From an optimization exercise on the open Yosys and OpenROAD flow, aimed at small area and a short achievable clock period; shortcuts taken in it are not production practice. The RTL was checked by simulation tests, not by an equivalence proof against the original design. Power is estimated from default activity; no workload was simulated.

Setup of v25:
==> flow/design.v (excerpt) <==
module data_memory_ws #(
    parameter int unsigned DEPTH       = 64,
    parameter int unsigned BASE_ADDR   = 1024,
    parameter int unsigned WAIT_CYCLES = 2
) (
    input  logic        clk,
    input  logic        rst,
    input  logic        MEM_R_EN,
    input  logic        MEM_W_EN,
    input  logic [1:0]  MEM_SIZE,
    input  logic [31:0] alu_res,
    input  logic [31:0] rm_val,
    output logic [31:0] data_mem,
    output logic        mem_ready,
    output logic        mem_busy,
    output logic        addr_err
);
export LEC_CHECK = 0
export CAP_MARGIN = 20
export CORE_MARGIN = 2
export CORE_UTILIZATION = 50
export CTS_CLUSTER_DIAMETER = 100
export CTS_CLUSTER_SIZE = 28
export PLACE_DENSITY = 0.75
export SLEW_MARGIN = 20
export SYNTH_HIERARCHICAL = 1
create_clock -name core_clock -period 10.0 [get_ports {clk}]
standard.sh (not shown) runs the stock make flow with config.mk's settings and CLKGATE_MAP_FILE= SYNTH_SCRIPT=/design/flow/synth_recipe.tcl, a recipe that flattens the netlist after the stock synthesis.
==> flow/flow/run.sh <==
#!/bin/bash
# The standard layout with these changes to how it is made (the constraints are the design's):
# * timing repair aims at a 3.15 ns clock instead of the design's period, so it keeps improving
#   paths that already meet it;
# * clock tree synthesis inserts no dummy loads;
# * ports are buffered with buf_2 instead of the default delay-buffer cell;
# * after placement, each output's flip-flop is moved next to the output's buffer
#   (flow/move_out.tcl), so the flip-flop does not drive a long wire to the port.
set -euo pipefail
ARGS=(SETUP_SLACK_MARGIN=6.85
  "CTS_ARGS=-sink_clustering_enable -repair_clock_nets -sink_clustering_size 28 -sink_clustering_max_diameter 100 -dont_use_dummy_load"
  "BUFFER_PORTS_ARGS=-buffer_cell sky130_fd_sc_hd__buf_2")
bash standard.sh "${ARGS[@]}" place > standard_place.log 2>&1
PLACE_ODB=orfs/results/sky130hd/data_memory_ws/base/3_place.odb openroad -no_init -exit flow/move_out.tcl > move_out.log 2>&1
bash standard.sh "${ARGS[@]}" finish > standard_finish.log 2>&1
==> flow/flow/move_out.tcl <==
# Place each output port's flip-flop, and the cells that read that flip-flop, at the port's
# buffer, then legalize. The flip-flop then drives a short net to the buffer, and the long net, if
# any, is on its input side.
read_db $::env(PLACE_ODB)
set block [ord::get_db_block]
set moved 0
foreach bt [$block getBTerms] {
  if {[$bt getIoType] ne "OUTPUT"} { continue }
  set net [$bt getNet]
  set buf ""
  foreach it [$net getITerms] { if {[$it isOutputSignal]} { set buf [$it getInst] } }
  if {$buf eq ""} { continue }
  set bnet ""
  foreach it [$buf getITerms] { if {[$it isInputSignal]} { set bnet [$it getNet] } }
  if {$bnet eq ""} { continue }
  set ff ""
  foreach it [$bnet getITerms] { if {[$it isOutputSignal]} { set ff [$it getInst] } }
  if {$ff eq "" || ![[$ff getMaster] isSequential]} { continue }
  set loc [$buf getLocation]
  set group [list $ff]
  foreach it [$bnet getITerms] {
    set i [$it getInst]
    if {$i ne $buf && $i ne $ff && [$it isInputSignal]} { lappend group $i }
  }
  foreach i $group {
    $i setLocation [lindex $loc 0] [lindex $loc 1]
    $i setPlacementStatus PLACED
    incr moved
  }
}
puts "moved $moved cells"
detailed_placement
check_placement -verbose
write_db $::env(PLACE_ODB)
v25 | stages: all done | timing, DRC, antenna: all pass
Input-level comparison between v12 and v25:
# v25
export LEC_CHECK = 0
export CAP_MARGIN = 20
export CORE_MARGIN = 2
export CORE_UTILIZATION = 50
export CTS_CLUSTER_DIAMETER = 100
export CTS_CLUSTER_SIZE = 28
export PLACE_DENSITY = 0.75
export SLEW_MARGIN = 20
export SYNTH_HIERARCHICAL = 1
create_clock -name core_clock -period 10.0 [get_ports {clk}]
# v12
export LEC_CHECK = 0
export CAP_MARGIN = 20
export CORE_MARGIN = 2
export CORE_UTILIZATION = 50
export CTS_CLUSTER_DIAMETER = 100
export CTS_CLUSTER_SIZE = 28
export PLACE_DENSITY = 0.7
export SLEW_MARGIN = 20
export SYNTH_HIERARCHICAL = 1
create_clock -name core_clock -period 10.0 [get_ports {clk}]
-- flow/flow/run.sh --
<<< v25, line 3
# * timing repair aims at a 3.15 ns clock instead of the design's period, so it keeps improving
>>> v12, line 3
# * timing repair aims at a 3 ns clock instead of the design's period, so it keeps improving
<<< v25, line 10
ARGS=(SETUP_SLACK_MARGIN=6.85
>>> v12, line 10
ARGS=(SETUP_SLACK_MARGIN=7
==> comparison <==
v12 completed every stage of the flow, and the final layout passed the timing, design-rule and antenna checks.
Count of non-filler cells in the finished layout was lower in the run labelled v25.
Power share of the combinational group | v12 above v25
Compared with v25, in v12 final cell area excluding filler cells went up by about 1%, final routed wirelength across all metal layers went up by 1.7%.
### v12 -> v46
# v12
export LEC_CHECK = 0
export CAP_MARGIN = 20
export CORE_MARGIN = 2
export CORE_UTILIZATION = 50
export CTS_CLUSTER_DIAMETER = 100
export CTS_CLUSTER_SIZE = 28
export PLACE_DENSITY = 0.7
export SLEW_MARGIN = 20
export SYNTH_HIERARCHICAL = 1
create_clock -name core_clock -period 10.0 [get_ports {clk}]
# v46
export LEC_CHECK = 0
export CAP_MARGIN = 20
export CORE_MARGIN = 2
export CORE_UTILIZATION = 50
export CTS_CLUSTER_DIAMETER = 100
export CTS_CLUSTER_SIZE = 28
export PLACE_DENSITY = 0.75
export SLEW_MARGIN = 20
export SYNTH_HIERARCHICAL = 1
create_clock -name core_clock -period 10.0 [get_ports {clk}]
### Flow results
- Status: total power parity (v12, v46)
- Count of non-filler cells in the finished layout: v46 vs v12 down about 0.56%
- Going from v12 to v46, number of gates resized after cts shrinks by 27%.
- Cmp v46 vs v12: fraction of the core area covered by cells at the end of the flow lower in v46
- Lower final worst-path cycle share goes to v46 over v12.
- Diff v12 -> v46 | sequential share of layout area | increase of 0.45 points
#### Input delta (v4 over v46)
# v46
export LEC_CHECK = 0
export CAP_MARGIN = 20
export CORE_MARGIN = 2
export CORE_UTILIZATION = 50
export CTS_CLUSTER_DIAMETER = 100
export CTS_CLUSTER_SIZE = 28
export PLACE_DENSITY = 0.75
export SLEW_MARGIN = 20
export SYNTH_HIERARCHICAL = 1
create_clock -name core_clock -period 10.0 [get_ports {clk}]
# v4
export LEC_CHECK = 0
export CAP_MARGIN = 20
export CORE_MARGIN = 2
export CORE_UTILIZATION = 55
export CTS_CLUSTER_DIAMETER = 100
export CTS_CLUSTER_SIZE = 28
export PLACE_DENSITY = 0.75
export SLEW_MARGIN = 20
export SYNTH_HIERARCHICAL = 1
create_clock -name core_clock -period 10.0 [get_ports {clk}]
==> comparison <==
- In v4, the clock skew came out 0.0062 ns above the value in v46.
- v4 and v46 ended up with roughly the same clock network area share.
- On relative contribution of combinational cells to total power, v46 tracks v4 almost exactly.
- v4 vs v46, net count of the finished layout went up by 51.
- v46 and v4 ended up with nearly the same detailed-route wire length.
- Post-cts resize count went up by more than 10% going from v46 to v4.
- met2 global-route usage is lower on v46
- Met2 layer wire length in the routed design | v4 below v46
- Re slack of the worst reg-to-reg path: v46 and v4 aren't equal, and the lower value belongs to v46.
- Summary: worst setup margin, v4 worse than v46

-- separate check: timing with driven ports --
The results above use ideal ports. As a check the final layouts listed here were re-extracted and re-timed, cells and wires unchanged.
Step 1: set_driving_cell puts a clkbuf_16 on clk and a buf_2 on each other input, an assumption about the parent block.
Step 2, shift: input delay + t, output delay - t, t = (earliest + latest rising clock arrival at the registers) / 2. This alone moves slack from input paths to output paths.
Three values: no drivers, after step 1, after step 2; two values: the first two.
run	t (ns)	setup slack, ns	slew at the worst register clock pin (ns)	worst slew at a driven data input, ns	pins driven straight from the clock port
v25	0.803	6.656 / 6.576 / 6.482	0.11 / 0.11	0.23	1
v12	0.794	6.648 / 6.572 / 6.671	0.12 / 0.12	0.20	1
v46	0.804	6.693 / 6.617 / 6.475	0.11 / 0.11	0.15	1
v4	0.831	6.649 / 6.564 / 6.590	0.11 / 0.11	0.14	1
After both steps every run listed still meets setup and hold. The setup slack of v46, which loses most, moves by -0.076 ns with the drivers and by -0.218 ns with both steps.
